Background: an optimization exercise with open tools, aiming at small area, a short achievable clock period and few clock cycles. Do not read the settings as production practice.
RTL that was checked went through simulation tests only; none was proved equivalent to the original.
No functional check of the RTL was part of runs 2 and 3.

===== design/flow/config.mk =====
export PLATFORM = sky130hd
export DESIGN_NAME = muldiv_unit
export DESIGN_NICKNAME = muldiv_unit
export VERILOG_FILES = /design/flow/design.v
export SDC_FILE = /design/flow/constraint.sdc
export NUM_CORES = 4
export LEC_CHECK = 0
export ABC_AREA = 1
export CAP_MARGIN = 20
export CORE_MARGIN = 2
export CORE_UTILIZATION = 40
export SLEW_MARGIN = 20

===== design/flow/constraint.sdc =====
create_clock -name core_clock -period 13.5 [get_ports {clk}]
set_input_delay 2.7000 -clock core_clock [delete_from_list [all_inputs] [get_ports {clk}]]
set_output_delay 2.7000 -clock core_clock [all_outputs]
set_load 0.01 [all_outputs]

===== design/flow/design.v =====
module muldiv_unit #(
  parameter int WIDTH      = 32,
  parameter int MUL_CYCLES = 5
) (
  input  logic             clk,
  input  logic             reset,
  input  logic [WIDTH-1:0] A,
  input  logic [WIDTH-1:0] B,
  input  logic [3:0]       MULOp,
  input  logic             start,
  output logic             busy,
  output logic [WIDTH-1:0] HI,
  output logic [WIDTH-1:0] LO
);
  localparam logic [3:0] OP_MULT  = 4'd1;
  localparam logic [3:0] OP_MULTU = 4'd2;
  localparam logic [3:0] OP_DIV   = 4'd3;
  localparam logic [3:0] OP_DIVU  = 4'd4;
  localparam logic [3:0] OP_MTHI  = 4'd5;
  localparam logic [3:0] OP_MTLO  = 4'd6;
  localparam logic [3:0] OP_MADD  = 4'd7;
  localparam logic [3:0] OP_MADDU = 4'd8;
  localparam logic [3:0] OP_MSUB  = 4'd9;
  localparam logic [3:0] OP_MSUBU = 4'd10;
  localparam int CW = 43;       
  localparam int FW = 35;       
  logic        busy_q;
  logic        f_mul, f_fin, f_prep, f_norm, f_div, f_corr, f_negr, f_negq;
  logic        dlast_q;   
  logic [4:0]  cnt_q;
  logic        sg_q;      
  logic        uns_q;     
  logic        acc_q;     
  logic        sub_q;     
  logic        an_q;      
  logic        first_q;   
  logic        bz_q;      
  logic [5:0]  clz_q;     
  logic [4:0]  msb_q;     
  logic [3:0]  bs1_q, bs2_q, bng_q;    
  logic        s_en_q;    
  logic        ssh_q;     
  logic        fhi_q;     
  logic        fm_q;      
  logic        eh_q;      
  logic        el_q;      
  logic        finv_q;    
  logic [1:0]  cy_q;      
  logic [31:0] hi_q;
  logic [31:0] lo_q;      
  logic [31:0] m_q;       
  logic [FW-1:0] s_q;     
  logic [FW-1:0] c_q;     
  logic is_mul, is_div, op_sg, op_acc, op_sub, op_uns;
  always_comb begin
    is_mul = (MULOp == OP_MULT) || (MULOp == OP_MULTU);
    is_mul = is_mul || (MULOp == OP_MADD) || (MULOp == OP_MADDU) ||
             (MULOp == OP_MSUB) || (MULOp == OP_MSUBU);
    op_acc = (MULOp == OP_MADD) || (MULOp == OP_MADDU) ||
             (MULOp == OP_MSUB) || (MULOp == OP_MSUBU);
    op_sub = (MULOp == OP_MSUB) || (MULOp == OP_MSUBU);
    is_div = (MULOp == OP_DIV) || (MULOp == OP_DIVU);
    op_sg  = (MULOp == OP_MULT) || (MULOp == OP_DIV) ||
             (MULOp == OP_MADD) || (MULOp == OP_MSUB);
    op_uns = (MULOp == OP_MULTU) || (MULOp == OP_MADDU) || (MULOp == OP_MSUBU);
  end
  function automatic logic [11:0] booth4(input logic [8:0] w, input logic neg_all);
    logic [3:0] s1, s2, ng;
    for (int j = 0; j < 4; j++) begin
      s1[j] = w[2*j] ^ w[2*j+1];
      s2[j] = (w[2*j+2] & ~w[2*j+1] & ~w[2*j]) | (~w[2*j+2] & w[2*j+1] & w[2*j]);
      ng[j] = (w[2*j+2] & ~(w[2*j+1] & w[2*j])) ^ (neg_all & (s1[j] | s2[j]));
    end
    booth4 = {ng, s2, s1};
  endfunction
  function automatic logic [5:0] clz32(input logic [31:0] v);
    logic [2:0] c4 [8];
    logic [7:0] nz;
    logic [5:0] r;
    for (int g = 0; g < 8; g++) begin
      logic [3:0] n;
      n = v[4*g +: 4];
      nz[g] = |n;
      c4[g] = n[3] ? 3'd0 : n[2] ? 3'd1 : n[1] ? 3'd2 : n[0] ? 3'd3 : 3'd4;
    end
    r = 6'd32;
    for (int g = 0; g < 8; g++) if (nz[g]) r = 6'(4 * (7 - g)) + {3'd0, c4[g]};
    clz32 = r;
  endfunction
  logic        in_an;
  logic [5:0]  in_clz, in_bclz;
  logic [5:0]  in_clz_f;
  logic [4:0]  in_msb_f;
  assign in_an    = op_sg & A[31];
  assign in_clz   = clz32({1'b0, A[30:0] ^ A[31:1]});
  assign in_bclz  = clz32({1'b0, B[30:0] ^ B[31:1]});
  assign in_clz_f = (A[31] & ~op_sg) ? 6'd0 : in_clz;
  assign in_msb_f = (B[31] & ~op_sg) ? 5'd0 : (in_bclz[4:0] | {5{in_bclz[5]}});
  logic          msgn, bn;
  logic [FW-1:0] mext;
  assign msgn = sg_q & m_q[31];
  assign bn   = msgn;
  assign mext = {{(FW-32){msgn}}, m_q};
  logic [CW-1:0] pv [4];
  logic [CW-1:0] t1s, t1c, t2s, t2c, t3s, t3c, t4s, t4c;
  logic [9:0]    lowsum;
  function automatic logic [2*CW-1:0] csa(input logic [CW-1:0] a, b, c);
    logic [CW-1:0] s, k;
    s = a ^ b ^ c;
    k = (a & b) | (a & c) | (b & c);
    csa = {k[CW-2:0], 1'b0, s};
  endfunction
  logic          c7;
  always_comb begin
    for (int j = 0; j < 4; j++) begin
      logic [FW-1:0] v;
      v = (({FW{bs1_q[j]}} & mext) | ({FW{bs2_q[j]}} & {mext[FW-2:0], 1'b0})) ^ {FW{bng_q[j]}};
      v[FW-1] = ~v[FW-1];
      pv[j] = {{(CW-FW){1'b0}}, v} << (2*j);
    end
    pv[3][6] = bs1_q[3] & m_q[0];
    c7       = bng_q[3] & ~(bs1_q[3] & m_q[0]);
    pv[0] = pv[0] | ({{(CW-8){1'b0}}, 8'b1010_1010} << 34);
    pv[1][0] = bng_q[0];
    pv[1][1] = cy_q[1];
    pv[2][2] = bng_q[1];
    pv[3][4] = bng_q[2];
    {t1c, t1s} = csa({{(CW-FW){1'b0}}, s_q}, {{(CW-FW){1'b0}}, c_q}, pv[0]);
    {t2c, t2s} = csa(pv[1], pv[2], pv[3]);
    {t3c, t3s} = csa(t1s, t1c, t2s);
    {t4c, t4s} = csa(t3s, t3c, t2c);
    lowsum = {2'b00, t4s[7:0]} + {2'b00, t4c[7:0]} + {2'b00, c7, 7'd0} + {9'd0, cy_q[0]};
  end
  logic [FW-1:0] fa_s, fa_h, fsum, fu, fv;
  always_comb begin
    fa_s = ({FW{s_en_q}} & s_q) | ({FW{fhi_q}} & {{(FW-32){1'b0}}, hi_q}) |
           ({FW{ssh_q}} & {s_q[FW-2:0], lo_q[31]});
    fa_h = (({FW{fm_q}} & mext) | ({FW{eh_q}} & {{(FW-32){1'b0}}, hi_q}) |
            ({FW{el_q}} & {{(FW-32){1'b0}}, lo_q})) ^ {FW{finv_q}};
    fu   = fa_s ^ c_q ^ fa_h;
    fv   = (fa_s & c_q) | (fa_s & fa_h) | (c_q & fa_h);
    fsum = fu + {fv[FW-2:0], cy_q[0] | cy_q[1]} + {{(FW-1){1'b0}}, cy_q[1] | finv_q};
  end
  logic sgn;
  assign sgn = fsum[FW-1];
  logic [6:0]  kk;
  logic [4:0]  k;
  logic [5:0]  kp;
  logic        zq;
  logic [31:0] rot, lowm;
  always_comb begin
    kk  = {1'b0, clz_q} + 7'd31 - {2'b00, msb_q} - {6'd0, an_q};
    zq  = ~bz_q & (kk >= 7'd32);
    k   = bz_q ? 5'd0 : kk[4:0];
    kp  = {1'b0, k} + 6'd1;
    rot = lo_q;
    if (k[0]) rot = {rot[30:0], rot[31]};
    if (k[1]) rot = {rot[29:0], rot[31:30]};
    if (k[2]) rot = {rot[27:0], rot[31:28]};
    if (k[3]) rot = {rot[23:0], rot[31:24]};
    if (k[4]) rot = {rot[15:0], rot[31:16]};
    for (int j = 0; j < 32; j++) lowm[j] = (5'(j) < k) | zq;    
  end
  logic [FW-1:0] s_next, c_next;
  logic [31:0]   lo_next, mul_x;
  assign mul_x = {lowsum[7:0], lo_q[31:8]};
  always_comb begin
    s_next = fsum;
    if (f_mul)            s_next = t4s[CW-1:8];
    if (f_norm)           s_next = {{(FW-32){1'b0}}, rot & lowm};
    c_next = {FW{f_mul}} & t4c[CW-1:8];    
    lo_next = fsum[31:0];
    if (f_mul)            lo_next = mul_x;
    if (f_div)            lo_next = {lo_q[30:0], ~sgn};
    if (f_norm)           lo_next = rot & ~lowm;
  end
  logic qn;
  assign qn = (an_q ^ bn) & ~bz_q;
  logic done, hi_we, lo_we;
  logic n_mul, n_fin, n_norm, n_div, n_corr, n_negr, n_negq;
  always_comb begin
    done = 1'b0; hi_we = 1'b0; lo_we = 1'b0;
    n_mul = 1'b0; n_fin = 1'b0; n_norm = 1'b0; n_div = 1'b0;
    n_corr = 1'b0; n_negr = 1'b0; n_negq = 1'b0;
    if (f_mul) begin
      lo_we = 1'b1;
      hi_we = first_q;           
      if (cnt_q[1:0] != 2'd0) n_mul = 1'b1;
      else                    n_fin = 1'b1;
    end
    if (f_fin) begin hi_we = 1'b1; done = 1'b1; end
    if (f_prep) begin lo_we = 1'b1; n_norm = 1'b1; end
    if (f_norm) begin
      lo_we = 1'b1;
      if (zq) done = 1'b1;
      else    n_div = 1'b1;
    end
    if (f_div) lo_we = 1'b1;
    if (f_div & ~dlast_q) n_div = 1'b1;
    if ((f_div & dlast_q) | f_corr) begin
      hi_we = 1'b1;
      if (f_div && sgn) n_corr = 1'b1;    
      else if (an_q)    n_negr = 1'b1;
      else if (qn)      n_negq = 1'b1;
      else              done   = 1'b1;
    end
    if (f_negr) begin
      hi_we = 1'b1;
      if (qn) n_negq = 1'b1;
      else    done = 1'b1;
    end
    if (f_negq) begin lo_we = 1'b1; done = 1'b1; end
  end
  always_ff @(posedge clk) begin
    if (!busy_q) begin
      m_q  <= B;
      s_q  <= {1'b1, 2'b00, op_acc ? lo_q : 32'd0};
      c_q  <= '0;
      cy_q <= 2'd0;
    end else begin
      s_q <= s_next;
      c_q <= c_next;
      if (f_mul) cy_q <= lowsum[9:8];
    end
  end
  always_ff @(posedge clk) begin
    if (reset) begin
      busy_q <= 1'b0;
      hi_q   <= '0;
      lo_q   <= '0;
    end else if (!busy_q) begin
      if (start) begin
        if (MULOp == OP_MTHI || is_div)          hi_q <= A;
        if (MULOp == OP_MTLO || is_div || is_mul) lo_q <= A;
        busy_q <= is_mul | is_div;
      end
    end else begin
      if (hi_we)   hi_q <= fsum[31:0];
      if (lo_we)   lo_q <= lo_next;
      if (done)    busy_q <= 1'b0;
    end
  end
  always_ff @(posedge clk) begin
    if (!busy_q) begin
      sg_q   <= op_sg;
      uns_q  <= op_uns;
      acc_q  <= op_acc;
      sub_q  <= op_sub;
      an_q   <= in_an;
      bz_q   <= ~|B;
      clz_q  <= in_clz_f;
      msb_q  <= in_msb_f;
      first_q <= 1'b1;
      f_mul  <= ~is_div;
      f_fin  <= 1'b0;
      f_prep <= is_div & in_an;
      f_norm <= is_div & ~in_an;
      f_div  <= 1'b0;
      f_corr <= 1'b0;
      f_negr <= 1'b0;
      f_negq <= 1'b0;
      dlast_q <= 1'b0;
      cnt_q  <= 5'd3;
      {bng_q, bs2_q, bs1_q} <= is_div ? 12'd0 : booth4({A[7:0], 1'b0}, op_sub);
      s_en_q <= 1'b0;
      ssh_q  <= 1'b0;
      fhi_q  <= op_acc;
      fm_q   <= op_uns & A[31];
      eh_q   <= is_div & in_an;
      el_q   <= 1'b0;
      finv_q <= (is_div & in_an) | (op_sub & op_uns & A[31]);
    end else begin
      f_mul  <= n_mul;
      f_fin  <= n_fin;
      f_prep <= 1'b0;
      f_norm <= n_norm;
      f_div  <= n_div;
      f_corr <= n_corr;
      f_negr <= n_negr;
      f_negq <= n_negq;
      if (f_mul | f_div) cnt_q <= cnt_q - 5'd1;
      if (f_norm)        cnt_q <= 5'(6'd32 - kp);
      dlast_q <= f_norm ? (kp == 6'd32) : (f_div & (cnt_q == 5'd1));
      {bng_q, bs2_q, bs1_q} <= '0;
      if (n_mul) {bng_q, bs2_q, bs1_q} <= booth4(lo_q[15:7], sub_q);
      first_q <= 1'b0;
      s_en_q <= n_fin | n_corr;
      ssh_q  <= n_div;
      fhi_q  <= 1'b0;
      fm_q   <= n_div | n_corr;
      eh_q   <= n_fin | n_negr;
      el_q   <= n_negq;
      finv_q <= n_negr | n_negq | (n_div & (f_div ? ~(bn ^ sgn) : ~bn)) | (n_corr & bn);
    end
  end
  assign busy = busy_q;
  assign HI   = hi_q;
  assign LO   = lo_q;
endmodule

===== design/flow/flow/run.sh =====
#!/bin/bash
# Layout flow: the standard ORFS flow (standard synthesis, floorplan, placement,
# CTS, routing) at the design's clock period and constraints, with
#  - a larger setup margin for ORFS's repair_timing passes, so that timing repair keeps
#    sizing and buffering the longest paths instead of stopping at the 13.5 ns clock;
#  - every port still buffered, with a plain buffer cell instead of a delay cell.
set -euo pipefail
bash standard.sh SETUP_SLACK_MARGIN=9.3 MATCH_CELL_FOOTPRINT=0 \
  "BUFFER_PORTS_ARGS=-buffer_cell sky130_fd_sc_hd__buf_1" finish > flow_make.log 2>&1

===== design/flow/standard.sh =====
#!/bin/bash
# synth_recipe.tcl (not shown) runs the flow's synth.tcl, then flattens the netlist and writes it again
# the make line also repeats each setting of config.mk as NAME=value (left out here)
make -C /OpenROAD-flow-scripts/flow DESIGN_CONFIG=/design/flow/config.mk WORK_HOME=/design/flow/orfs CLKGATE_MAP_FILE= SYNTH_SCRIPT=/design/flow/synth_recipe.tcl "${@:-finish}"

==> run notes, run 1 <==
outcome complete, no violations; final setup vio count 0; CP peak stage delay 0.58 ns; DIE AREA 61300 µm²; Mapped Area 23700 µm²; Slew @ Worst Pin 1.01 ns; crit path max fanout 7; Rows 89; H-tree depth 1; IO Pins 136; Register Area 4800 µm²; die width 248 µm; initial antenna violation count 3; Distinct cells, synth 49; Fin Hold WS 0.478 ns; Clock Pin Slew Worst Setup and Hold Paths 0.06 ns; CP endpoint kind flip-flop; # fillers 6177; All-Layer GR Usage 34.9%; worst min-delay path category reg -> reg; crit path cell chain clkinvlp_4, buf_6, o22ai_1, xor2_1, fa_2, fa_1, fa_2, ha_1, ha_4, a21oi_2, or2_4, nand3_2, nand2_2, inv_2, nand2_2, a21oi_2, nor2_1; Post-Syn Nets 3790; area occupied by multi-input gates 17000 µm²; fin crit period 4.29 ns; top-count cell post-synth nand2_1; DR pass1 iterations 6; syn_area_per_cell 6.89 µm²; DRC 0; Synth async-reset ratio 0%; Starting DRT DRC Count 3852; worst skew pair latency 0.61 ns; Antenna Nets Post-Route 0; share of post-route cells with drive strength above 1 8.53%; WL/cell 25.7 µm; TNS Setup 0 ns; largest net degree at the start of global routing 58; top cells by area, synth fa_1, dfxtp_1, nand2_1, xor2_1, inv_1; fin crit share 31.8%; WP buf/inv 3; relative slew slack 32.6%; CTS tree yes; CTS sink cnt 214; f_max 0.233 GHz; Port-buffer cells 135; Setup crit start kind flip-flop; cell taking the most area after synthesis fa_1; most common flop cell mapped by yosys dfxtp_1; CTS Buf Count 28; CP arrival 4.78 ns; via/cell ratio 5.88; crit path kind reg -> reg; Core Util, Final 46.3%; fin nets 3901; RSZ-0062 raised after global routing true; Final Cell Area 27200 µm²; register area share after synthesis 20.0%; max-slew violations 0; Core ar. 58800 µm²; clock tree buffer depth 3; die height 248 µm; placer congestion estimate 1.03; Layout area overhead 14.9%; Synth warnings 4; Final Skew 0.0338 ns; via count 25.6k; top cells by count, synth nand2_1, inv_1, nand3_1; Crit path required time 13.99 ns; Final Hold Viols 0; Initial Util 40.3%; GRT Residual Overflow 0; number of synthesized flops with an enable pin 47; Area after DPL 24800 µm²; Cells after Synth 3441; Yosys reg bits 214; Max Cap Violations 0; Routed WL 112 mm; vias in the first global route 23.3k; crit path max-delay cell type fa_2; global-route wire length before repair 156 mm; CTS Root Cell clkbuf_16; DP HPWL 85.0 mm; Crit path max-delay family adder cells; Synth top area share 14.3%
[layout by cell type, fill, tap and decap left out, types with 12 or more instances in the layout]
cell and count:
nand3_1 280, clkinvlp_4 17, buf_4 76, o22ai_1 126, xnor2_1 30, nor3_1 14, ha_1 103, o211ai_1 39
inv_2 18, dfxtp_1 148, fa_1 165, buf_1 130, xor2_1 190, o21ai_1 36, a31oi_1 17, nand3b_1 15
nand4_1 39, clkbuf_16 38, a21oi_1 231, o221ai_1 12, o21ai_0 189, edfxtp_1 47, inv_1 414, nand2_1 777
nor2_1 218
[layout make-up]
cell class / instances / share of cell area (%)
flip-flops and latches: 214 / 17.6
multi-input cells: 2604 / 62.3
repair buffers: 241 / 6.16
repair inverters: 7 / 0.138
diodes: 2 / 0.0184
clock inverters: 18 / 0.716
clock buffers: 34 / 2.92
inverters: 456 / 6.53
well taps: 773 / 3.55
[final timing paths]
check	from	endpoint	slack [ns]	depth (start not counted)
max	bs1_q[0]	lo_q[31]	9.21	17
min	f_prep	f_norm	0.48	2
max reg2reg	bs1_q[0]	lo_q[31]	9.21	17
min reg2reg	f_prep	f_norm	0.48	2
[state kept, by name, summed over array words and instances (netlist names), 2 cells and up]
signal and cells:
cy_q 2, hi_q 32, c_q 33, bng_q 4, clz_q 6, m_q 32, msb_q 5, s_q 35
bs1_q 4, cnt_q 5, lo_q 32, bs2_q 4
[stage by stage]
step / worst slack, ns / std cells
6_report: 9.21 / 4349
5_1_grt: 9.04 / 4347
4_1_cts: 9.16 / 4306
3_5_place_dp: 8.17 / 4219
3_3_place_gp: 8.16 / 4219
2_1_floorplan: 9.30 / 3441
[logic make-up after synthesis]
| family | count (synthesis) | share of synthesized area [%] |
|---|---|---|
| adder cells (fa/ha/maj) | 278 | 20.0 |
| XOR/XNOR | 225 | 8.31 |
| buffers and inverters | 623 | 10.2 |
| AND/OR/NAND/NOR | 1389 | 24.5 |
| flip-flops | 214 | 20.0 |
| AO/OA/AOI/OAI | 711 | 16.9 |
| multiplexers | 1 | 0.0422 |
[tightest hold or removal path: stages (launching register included)]
cell and delay (ns):
dfxtp_1 0.33, nand2_1 0.05, o21ai_0 0.06
[timing repair]
| item | 4_1_cts | 5_1_grt |
|---|---|---|
| pin swaps | 7 | 29 |
| buffers inserted | 26 | 34 |
| endpoints found under the setup margin | 113 | 99 |
| gates resized for setup | 83 | 108 |
| hold buffers | 0 | 0 |
| cloned | 9 | 7 |
[routing by layer]
| layer | track usage (%) | vias to the layer above | wire, µm |
|---|---|---|---|
| li1 | - | 11600 | - |
| met5 | 0 | - | 18 |
| met3 | 8.07 | 341 | 12600 |
| met2 | 52.4 | 1637 | 47500 |
| met1 | 45.4 | 12000 | 43700 |
| met4 | 21.6 | 2 | 8130 |
Testbench counts, summed over its fixed seeds: cycles 13,972.
==> run 2, diff against run 1 <==
--- a/design/flow/design.v
+++ b/design/flow/design.v
@@ -35,8 +35,6 @@
   logic        an_q;      
   logic        first_q;   
   logic        bz_q;      
-  logic [5:0]  clz_q;     
-  logic [4:0]  msb_q;     
   logic [3:0]  bs1_q, bs2_q, bng_q;    
   logic        s_en_q;    
   logic        ssh_q;     
@@ -88,14 +86,7 @@
     clz32 = r;
   endfunction
   logic        in_an;
-  logic [5:0]  in_clz, in_bclz;
-  logic [5:0]  in_clz_f;
-  logic [4:0]  in_msb_f;
-  assign in_an    = op_sg & A[31];
-  assign in_clz   = clz32({1'b0, A[30:0] ^ A[31:1]});
-  assign in_bclz  = clz32({1'b0, B[30:0] ^ B[31:1]});
-  assign in_clz_f = (A[31] & ~op_sg) ? 6'd0 : in_clz;
-  assign in_msb_f = (B[31] & ~op_sg) ? 5'd0 : (in_bclz[4:0] | {5{in_bclz[5]}});
+  assign in_an = op_sg & A[31];
   logic          msgn, bn;
   logic [FW-1:0] mext;
   assign msgn = sg_q & m_q[31];
@@ -104,13 +95,13 @@
   logic [CW-1:0] pv [4];
   logic [CW-1:0] t1s, t1c, t2s, t2c, t3s, t3c, t4s, t4c;
   logic [9:0]    lowsum;
+  logic [7:0]    ecor;
   function automatic logic [2*CW-1:0] csa(input logic [CW-1:0] a, b, c);
     logic [CW-1:0] s, k;
     s = a ^ b ^ c;
     k = (a & b) | (a & c) | (b & c);
     csa = {k[CW-2:0], 1'b0, s};
   endfunction
-  logic          c7;
   always_comb begin
     for (int j = 0; j < 4; j++) begin
       logic [FW-1:0] v;
@@ -118,18 +109,13 @@
       v[FW-1] = ~v[FW-1];
       pv[j] = {{(CW-FW){1'b0}}, v} << (2*j);
     end
-    pv[3][6] = bs1_q[3] & m_q[0];
-    c7       = bng_q[3] & ~(bs1_q[3] & m_q[0]);
     pv[0] = pv[0] | ({{(CW-8){1'b0}}, 8'b1010_1010} << 34);
-    pv[1][0] = bng_q[0];
-    pv[1][1] = cy_q[1];
-    pv[2][2] = bng_q[1];
-    pv[3][4] = bng_q[2];
     {t1c, t1s} = csa({{(CW-FW){1'b0}}, s_q}, {{(CW-FW){1'b0}}, c_q}, pv[0]);
     {t2c, t2s} = csa(pv[1], pv[2], pv[3]);
     {t3c, t3s} = csa(t1s, t1c, t2s);
     {t4c, t4s} = csa(t3s, t3c, t2c);
-    lowsum = {2'b00, t4s[7:0]} + {2'b00, t4c[7:0]} + {2'b00, c7, 7'd0} + {9'd0, cy_q[0]};
+    ecor   = {1'b0, bng_q[3], 1'b0, bng_q[2], 1'b0, bng_q[1], cy_q[1], bng_q[0]};
+    lowsum = {2'b00, t4s[7:0]} + {2'b00, t4c[7:0]} + {2'b00, ecor} + {9'd0, cy_q[0]};
   end
   logic [FW-1:0] fa_s, fa_h, fsum, fu, fv;
   always_comb begin
@@ -148,8 +134,14 @@
   logic [5:0]  kp;
   logic        zq;
   logic [31:0] rot, lowm;
-  always_comb begin
-    kk  = {1'b0, clz_q} + 7'd31 - {2'b00, msb_q} - {6'd0, an_q};
+  logic [5:0] clz_a, in_clz_b;
+  logic [4:0] lsb_m;      
+  always_comb begin
+    clz_a    = clz32(lo_q);
+    in_clz_b = clz32({1'b0, B[30:0] ^ B[31:1]});
+  end
+  always_comb begin
+    kk  = {1'b0, clz_a} + 7'd31 - {2'b00, lsb_m};
     zq  = ~bz_q & (kk >= 7'd32);
     k   = bz_q ? 5'd0 : kk[4:0];
     kp  = {1'b0, k} + 6'd1;
@@ -248,9 +240,8 @@
       sub_q  <= op_sub;
       an_q   <= in_an;
       bz_q   <= ~|B;
-      clz_q  <= in_clz_f;
-      msb_q  <= in_msb_f;
       first_q <= 1'b1;
+      lsb_m   <= (B[31] & ~op_sg) ? 5'd0 : (in_clz_b[4:0] | {5{in_clz_b[5]}});
       f_mul  <= ~is_div;
       f_fin  <= 1'b0;
       f_prep <= is_div & in_an;
--- a/design/flow/flow/run.sh
+++ b/design/flow/flow/run.sh
@@ -5,5 +5,5 @@
 #    sizing and buffering the longest paths instead of stopping at the 13.5 ns clock;
 #  - every port still buffered, with a plain buffer cell instead of a delay cell.
 set -euo pipefail
-bash standard.sh SETUP_SLACK_MARGIN=9.3 MATCH_CELL_FOOTPRINT=0 \
+bash standard.sh SETUP_SLACK_MARGIN=9 MATCH_CELL_FOOTPRINT=0 \
   "BUFFER_PORTS_ARGS=-buffer_cell sky130_fd_sc_hd__buf_1" finish > flow_make.log 2>&1
--- a/design/flow/config.mk
+++ b/design/flow/config.mk
@@ -5,7 +5,6 @@
 export SDC_FILE = /design/flow/constraint.sdc
 export NUM_CORES = 4
 export LEC_CHECK = 0
-export ABC_AREA = 1
 export CAP_MARGIN = 20
 export CORE_MARGIN = 2
 export CORE_UTILIZATION = 40
==> run notes, run 2 <==
Final Cell Area 27000 µm² (-1.0%); combinational family with the most area after synthesis compound AO/OA/AOI/OAI gates; DRC 0 (unchanged); CTS Buf Count 28 (unchanged); Distinct cells, synth 95 (+94%); crit path kind reg -> reg; Max Cap Violations 0 (unchanged); placer congestion estimate 1.06 (+3.8%); TNS Setup 0 ns (unchanged); initial antenna violation count 3 (unchanged); RSZ-0062 raised after global routing true; Mapped Area 22800 µm² (-3.8%); Antenna Cells 0 (-2); Area after DPL 23800 µm² (-4.1%); Cells after Synth 2629 (-24%); Routed WL 107 mm (-4.8%); area occupied by multi-input gates 17600 µm² (+3.6%); Synth Area in XOR/XNOR 9.24% (+0.93 points); largest net degree at the start of global routing 61 (+5.2%); Antenna Nets Post-Route 0 (unchanged); Synth Area in Adders 20.1% (+0.11 points); Hold Crit Depth 2 (unchanged); number of synthesized flops with an enable pin 41 (-13%); GRT Residual Overflow 0 (unchanged); IO Pins 136 (unchanged); fin crit share 35.3% (+3.5 points); worst-case reg-to-reg path depth 22 (+5); Synth Area in Compound Gates 22.9% (+6.0 points); H-tree depth 1 (unchanged); Final Hold Viols 0 (unchanged); highest-count cells in the layout ignoring fill and taps inv_1, nand2_1, xnor2_1, fa_1, nor2_1; via count 22.9k (-11%); simple-gate portion of the synthesized area 12.6% (-12 points); die width 243 µm (-1.9%); Largest regs s_q x35, c_q x33; worst setup margin 8.74 ns (-0.474 ns); worst skew pair latency 0.60 ns (about the same); top-count cell post-synth nand2_1; f_max 0.210 GHz (-9.9%); die height 243 µm (-1.9%); register area share after synthesis 20.0% (about the same); outcome complete, no violations; Register Area 4630 µm² (-3.7%); Clock Pin Slew Worst Setup and Hold Paths 0.06 ns (about the same); max reg flops 35 (unchanged); worst flop-to-flop path endpoint lo_q[27]; Yosys reg bits 208 (-2.8%); multiplexer share of the synthesized area 6.96% (+6.9 points); Setup crit start kind flip-flop; Biggest register s_q; Starting DRT DRC Count 3465 (-10%); CTS tree yes; Slew @ Worst Pin 1.30 ns (+0.290 ns); top cells by count, synth nand2_1, inv_1, clkbuf_1; max-slew violations 0 (unchanged); # fillers 5528 (-11%); DR pass1 iterations 10 (+4); syn_area_per_cell 8.68 µm² (+26%); share of post-route cells with drive strength above 1 17.5% (+9.0 points); WL/cell 30.6 µm (+19%); CTS Hold Bufs 0 (unchanged); Synth warnings 4 (unchanged); Layout area overhead 18.2%; Initial Util 40.5% (+0.14 points); Crit path required time 14.02 ns (+0.03 ns); min-delay src f_prep; All-Layer GR Usage 35.2% (+0.24 points); crit path max fanout 7 (unchanged); Synth top area share 14.9% (+0.65 points); CTS sink cnt 208 (-2.8%); reg-to-reg slack, setup 8.74 ns (-0.47 ns); Final Skew 0.0277 ns (-0.00614 ns); via/cell ratio 6.57 (+12%); cell taking the most area after synthesis fa_1; fin crit period 4.76 ns (+0.474 ns); CTS Root Cell clkbuf_16; vias in the first global route 21.9k (-6.2%); crit path max-delay cell type fa_2; worst min-delay path category reg -> reg; Fin Hold WS 0.484 ns (+0.00561 ns); fin nets 3039 (-22%); relative slew slack 13.2% (-19 points); Port-buffer cells 135 (unchanged); WHS Endpoint f_norm; most common flop cell mapped by yosys dfxtp_1; clock tree buffer depth 3 (unchanged); DIE AREA 59000 µm² (-3.7%); global-route wire length before repair 154 mm (-1.4%); CP arrival 5.28 ns (+0.50 ns); crit path cell chain nor2_4, o21ai_2, a211oi_2, o31ai_2, a211oi_2, o21ai_1, a211oi_1, nor3_1, nor3_1, ha_1, ha_4, inv_2, fa_2, or2_4, buf_12, mux4_2, mux2i_4, mux2i_1, mux2i_1, o21ai_0, o2111ai_1, nor2b_1; Rows 87 (-2.2%); DP HPWL 78.1 mm (-8.1%); Synth async-reset ratio 0% (unchanged); final setup vio count 0 (unchanged); CP peak stage delay 0.47 ns (-0.11 ns); Place WS 7.92 ns (-0.243 ns); top cells by area, synth fa_1, dfxtp_1, xnor2_1, edfxtp_1, ha_1; Critical R2R Launch lo_q[2]; Core ar. 56400 µm² (-4.1%); CP endpoint kind flip-flop; Post-Syn Nets 2965 (-22%)
## run 2: cell types whose count changed in the layout (fill, tap and decap cells not counted), sizes merged, moves of 85 or more
| cell | before | now |
|---|---|---|
| a21oi | 241 | 156 |
| xor2 | 194 | 66 |
| nand2 | 790 | 216 |
| inv | 443 | 208 |
| o21ai | 229 | 104 |
| o22ai | 133 | 15 |
| nand3 | 285 | 19 |
| xnor2 | 31 | 173 |
| a22oi | 3 | 132 |
## run 2: repair_timing
item / CTS / global route
gates cloned: 5 / 0
buffers inserted: 46 / 36
gates resized for setup: 215 / 136
endpoints found under the setup margin: 87 / 93
pin swaps: 51 / 65
## run 2: layout make-up
cell class / instances / share of cell area (%)
tap: 756 / 3.51
sequential: 208 / 17.2
inverter: 208 / 3.01
timing repair buffer: 293 / 7.54
multi-input combinational: 1964 / 65.3
clock buffer: 32 / 2.73
clock inverter: 20 / 0.793
## run 2: worst max-delay path by stage
stage | start | to | slack (ns) | cells past startpoint
2_1_floorplan | lo_q[2] | s_q[29] | 8.97 | 26
3_3_place_gp | lo_q[0] | s_q[9] | 7.86 | 21
3_5_place_dp | lo_q[1] | s_q[9] | 7.92 | 21
4_1_cts | lo_q[2] | s_q[29] | 8.79 | 24
5_1_grt | lo_q[2] | s_q[29] | 8.56 | 24
6_report | lo_q[2] | lo_q[27] | 8.74 | 22
## run 2: kinds of logic after synthesis
logic type                 Yosys count
AOI/OAI and AO/OA                  735
xor gates and xnor gates           239
adders and majority gates          265
buffers and inverters              457
DFF                                208
muxes                              108
and+or+nand+nor                    617
## run 2: metrics by stage
stage	utilization [%]	instances
6_report	47.8	3481
5_1_grt	47.8	3481
4_1_cts	46.2	3445
3_5_place_dp	42.2	3342
3_3_place_gp	42.2	3342
2_1_floorplan	-	2629
## run 2: routing by layer
layer | GRT usage [%] | share of wire, % | vias to the layer above | wire length [µm]
met5 | 0 | 0.029 | - | 31
met4 | 16.8 | 6.2 | 4 | 6560
met3 | 9.31 | 13 | 297 | 13600
met2 | 51.6 | 42 | 1613 | 44300
met1 | 48.0 | 40 | 11400 | 42200
li1 | - | - | 9593 | -
## run 2: critical path: cells and delay by family (launching register included)
| family | cells | cell delay [ns] |
|---|---|---|
| muxes | 4 | 1.11 |
| and+or+nand+nor | 5 | 0.82 |
| AOI/OAI and AO/OA | 8 | 1.26 |
| DFF | 1 | 0.36 |
| adders and majority gates | 3 | 0.94 |
| buffers and inverters | 2 | 0.20 |
==> run 3, diff against run 2 <==
--- a/design/flow/design.v
+++ b/design/flow/design.v
@@ -35,6 +35,8 @@
   logic        an_q;      
   logic        first_q;   
   logic        bz_q;      
+  logic [5:0]  clz_q;     
+  logic [4:0]  msb_q;     
   logic [3:0]  bs1_q, bs2_q, bng_q;    
   logic        s_en_q;    
   logic        ssh_q;     
@@ -86,7 +88,14 @@
     clz32 = r;
   endfunction
   logic        in_an;
-  assign in_an = op_sg & A[31];
+  logic [5:0]  in_clz, in_bclz;
+  logic [5:0]  in_clz_f;
+  logic [4:0]  in_msb_f;
+  assign in_an    = op_sg & A[31];
+  assign in_clz   = clz32({1'b0, A[30:0] ^ A[31:1]});
+  assign in_bclz  = clz32({1'b0, B[30:0] ^ B[31:1]});
+  assign in_clz_f = (A[31] & ~op_sg) ? 6'd0 : in_clz;
+  assign in_msb_f = (B[31] & ~op_sg) ? 5'd0 : (in_bclz[4:0] | {5{in_bclz[5]}});
   logic          msgn, bn;
   logic [FW-1:0] mext;
   assign msgn = sg_q & m_q[31];
@@ -117,6 +126,22 @@
     ecor   = {1'b0, bng_q[3], 1'b0, bng_q[2], 1'b0, bng_q[1], cy_q[1], bng_q[0]};
     lowsum = {2'b00, t4s[7:0]} + {2'b00, t4c[7:0]} + {2'b00, ecor} + {9'd0, cy_q[0]};
   end
+  function automatic logic [FW-1:0] add_sk(input logic [FW-1:0] a, b, input logic ci);
+    logic [FW-1:0] p0, g, p;
+    p0 = a ^ b;
+    g  = a & b;
+    p  = p0;
+    g[0] = g[0] | (p0[0] & ci);
+    for (int l = 0; l < 6; l++)
+      for (int i = 0; i < FW; i++)
+        if (((i >> l) & 1) == 1) begin
+          int j;
+          j = ((i >> l) << l) - 1;
+          g[i] = g[i] | (p[i] & g[j]);
+          p[i] = p[i] & p[j];
+        end
+    add_sk = p0 ^ {g[FW-2:0], ci};
+  endfunction
   logic [FW-1:0] fa_s, fa_h, fsum, fu, fv;
   always_comb begin
     fa_s = ({FW{s_en_q}} & s_q) | ({FW{fhi_q}} & {{(FW-32){1'b0}}, hi_q}) |
@@ -125,7 +150,7 @@
             ({FW{el_q}} & {{(FW-32){1'b0}}, lo_q})) ^ {FW{finv_q}};
     fu   = fa_s ^ c_q ^ fa_h;
     fv   = (fa_s & c_q) | (fa_s & fa_h) | (c_q & fa_h);
-    fsum = fu + {fv[FW-2:0], cy_q[0] | cy_q[1]} + {{(FW-1){1'b0}}, cy_q[1] | finv_q};
+    fsum = add_sk(fu, {fv[FW-2:0], cy_q[0] | cy_q[1]}, cy_q[1] | finv_q);
   end
   logic sgn;
   assign sgn = fsum[FW-1];
@@ -134,14 +159,8 @@
   logic [5:0]  kp;
   logic        zq;
   logic [31:0] rot, lowm;
-  logic [5:0] clz_a, in_clz_b;
-  logic [4:0] lsb_m;      
-  always_comb begin
-    clz_a    = clz32(lo_q);
-    in_clz_b = clz32({1'b0, B[30:0] ^ B[31:1]});
-  end
   always_comb begin
-    kk  = {1'b0, clz_a} + 7'd31 - {2'b00, lsb_m};
+    kk  = {1'b0, clz_q} + 7'd31 - {2'b00, msb_q} - {6'd0, an_q};
     zq  = ~bz_q & (kk >= 7'd32);
     k   = bz_q ? 5'd0 : kk[4:0];
     kp  = {1'b0, k} + 6'd1;
@@ -240,8 +259,9 @@
       sub_q  <= op_sub;
       an_q   <= in_an;
       bz_q   <= ~|B;
+      clz_q  <= in_clz_f;
+      msb_q  <= in_msb_f;
       first_q <= 1'b1;
-      lsb_m   <= (B[31] & ~op_sg) ? 5'd0 : (in_clz_b[4:0] | {5{in_clz_b[5]}});
       f_mul  <= ~is_div;
       f_fin  <= 1'b0;
       f_prep <= is_div & in_an;
==> run notes, run 3 <==
outcome complete, no violations; top cells by area, synth fa_1, dfxtp_1, edfxtp_1, ha_1, xnor2_1; Starting DRT DRC Count 3279 (-5.4%); WL met3 11.6 mm (-15%); syn_area_per_cell 8.70 µm² (+0.14%); Mapped Area 23400 µm² (+2.5%); Max Cap Violations 0 (unchanged); highest-count cells in the layout ignoring fill and taps inv_1, nand2_1, nor2_1; global-route wire length before repair 148 mm (-3.6%); Port-buffer cells 135 (unchanged); number of synthesized flops with an enable pin 47 (+15%); RSZ-0062 raised after global routing true; fin cells 3497 (+0.46%); Post-Syn Nets 3044 (+2.7%); Routed WL 102 mm (-4.7%); initial antenna violation count 2 (-1); Crit path required time 13.99 ns (-0.03 ns); CTS tree yes; die width 246 µm (+1.2%); f_max 0.216 GHz (+3.0%); Distinct cells, synth 94 (-1.1%); Crit path max-delay family compound AO/OA/AOI/OAI gates; crit path kind reg -> reg; vias in the first global route 21.7k (-0.79%); WP buf/inv 1 (-1); crit path max-delay cell type edfxtp_1; Crit path top cell by count fa_2; Post-Place Cells 3405 (+1.9%); Largest regs s_q x35, c_q x33; crit path cell chain a222oi_1, xnor2_1, fa_1, fa_2, fa_2, a211oi_4, o211a_4, o31ai_4, buf_4, a2111o_1, a211o_1, nand4_1, nand2_1, a311oi_1; CTS Buf Count 28 (unchanged); Final Hold Viols 0 (unchanged); Cells after Synth 2690 (+2.3%); Final Skew 0.0121 ns (-0.0155 ns); TNS Setup 0 ns (unchanged); IO Pins 136 (unchanged); Synth async-reset ratio 0% (unchanged); CP endpoint kind flip-flop; Setup crit start kind flip-flop; Clock Pin Slew Worst Setup and Hold Paths 0.06 ns (about the same); Layout area overhead 12.5%; die height 246 µm (+1.2%); CP peak stage delay 0.49 ns (+0.02 ns); most common cell after layout, fill and taps aside inv_1; most common flop cell mapped by yosys dfxtp_1; DRC 0 (unchanged); share of post-route cells with drive strength above 1 10.9% (-6.6 points); reg-to-reg slack, setup 8.88 ns (+0.14 ns); largest net degree at the start of global routing 74 (+21%); fin crit share 34.2% (-1.0 points); Core Util, Final 45.5% (-2.3 points); Biggest register s_q; final setup vio count 0 (unchanged); max-slew violations 0 (unchanged); CTS Root Cell clkbuf_16; Antenna Nets Post-Route 0 (unchanged); Core ar. 57800 µm² (+2.5%); worst min-delay path category reg -> reg; # fillers 5660 (+2.4%); metal2 WL 44.1 mm (-0.41%); cell taking the most area after synthesis fa_1; DR top layer met5; CP arrival 5.11 ns (-0.17 ns); Rows 88 (+1.1%); fin nets 3064 (+0.82%); fin crit period 4.62 ns (-0.139 ns); Initial Util 40.5% (about the same); crit path max fanout 5 (-2); DIE AREA 60400 µm² (+2.4%); Synth warnings 4 (unchanged); DP HPWL 74.5 mm (-4.6%); Yosys reg bits 214 (+2.9%); All-Layer GR Usage 32.9% (-2.3 points); top cells by count, synth inv_1, nand2_1, clkbuf_1; via/cell ratio 6.51 (-0.84%); Slew @ Worst Pin 1.03 ns (-0.268 ns); wl on met1 40.9 mm (-2.9%); WL/cell 29.0 µm (-5.2%); worst skew pair latency 0.59 ns (about the same); clock tree buffer depth 3 (unchanged); Synth top area share 15.0% (+0.069 points); placer congestion estimate 0.992 (-6.8%); DR pass1 iterations 10 (unchanged); top-count cell post-synth inv_1; CTS sink cnt 214 (+2.9%); via count 22.8k (-0.39%); H-tree depth 1 (unchanged); GRT Residual Overflow 0 (unchanged); relative slew slack 31.1% (+18 points); register area share after synthesis 20.3% (+0.29 points); max reg flops 35 (unchanged)
[run 3: cell count changes in the layout (fill, tap and decap cells not counted), moves of 17 or more]
cell	delta
inv_1	+17
xnor2_1	-28
buf_4	-46
mux2i_4	-18
mux2i_1	+53
nor2_1	+22
nand2b_1	+17
xor2_1	+23
nand3_1	+19
[run 3: layout make-up]
cell class              count  area (µm²)  share of cell area, %
clock inverters            15         210                  0.799
well taps                 765         957                   3.64
multi-input cells        2010       17300                   65.6
diodes                      1        2.50                0.00951
clock buffers              36         815                   3.10
repair buffers            231        1440                   5.46
flip-flops and latches    214        4780                   18.2
inverters                 225         851                   3.23
[run 3: metal layers]
| metal | up-vias | global-route usage (%) |
|---|---|---|
| li1 | 9663 | - |
| met3 | 252 | 5.76 |
| met5 | - | 0 |
| met2 | 1475 | 50.2 |
| met4 | 2 | 13.7 |
| met1 | 11400 | 45.7 |
[run 3: cells by family after synthesis]
logic type	after synthesis	share of synthesized area, %
AO/OA/AOI/OAI	697	21.6
XOR/XNOR	229	8.57
adder cells (fa/ha/maj)	283	20.8
buffers and inverters	466	7.76
flip-flops	214	20.3
multiplexers	127	7.17
AND/OR/NAND/NOR	674	13.8
[run 3: worst paths after layout]
kind | from | endpoint | depth (start not counted)
hold reg to reg | hi_q[13] | hi_q[13] | 2
hold / removal | hi_q[13] | hi_q[13] | 2
setup reg to reg | m_q[0] | hi_q[23] | 14
setup / recovery | m_q[0] | hi_q[23] | 14
[run 3: metrics by stage]
stage               hold WS [ns]  setup slack, ns  cell area (µm²)
finish                     0.534             8.88            26300
global route               0.558             8.77            26300
CTS                        0.535             8.89            25800
detailed placement         0.526             8.23            24400
global placement           0.518             8.20            24400
floorplan                  0.453             8.97            23400
[run 3: what timing repair did]
| item | 4_1_cts | 5_1_grt |
|---|---|---|
| hold buffers | 0 | 0 |
| cloned | 1 | 1 |
| pin swaps | 32 | 38 |
| setup endpoints to repair | 78 | 63 |
| buffers inserted | 21 | 17 |
| gates resized for setup | 58 | 68 |
[run 3: worst register-to-register path, cell delays in order (launching register included)]
cell,delay [ns]
edfxtp_1,0.49
a222oi_1,0.44
xnor2_1,0.19
fa_1,0.48
fa_2,0.40
fa_2,0.38
a211oi_4,0.25
o211a_4,0.24
o31ai_4,0.14
buf_4,0.19
a2111o_1,0.48
a211o_1,0.30
nand4_1,0.20
nand2_1,0.09
a311oi_1,0.26

[re-timing with driven ports]
In the flow no input, the clock included, has a driving cell. The finished layouts below were timed again as built, in two steps. Step 1: set_driving_cell puts a clkbuf_16 on clk and a buf_2 on each other input, an assumption about the parent block. Step 2 adds t to the input delays and takes it off the output delays; t is the mean of the earliest and latest rising clock arrival at the registers after step 1. Input paths then give back, and output paths get back, about the clock's delay inside the block. a / b / c = ideal / step 1 / step 2; a / b = the first two.
| run | t (ns) | setup WS [ns] | worst register clock-pin slew, ns |
|---|---|---|---|
| run 1 | 0.649 | 9.211 / 9.211 / 8.664 | 0.07 / 0.07 |
| run 2 | 0.647 | 8.737 / 8.737 / 8.423 | 0.07 / 0.07 |
| run 3 | 0.644 | 8.876 / 8.876 / 8.480 | 0.07 / 0.07 |
After both steps every run listed still meets setup and hold. The setup slack of run 1, which loses most, moves by 0.000 ns with the drivers and by -0.547 ns with both steps.
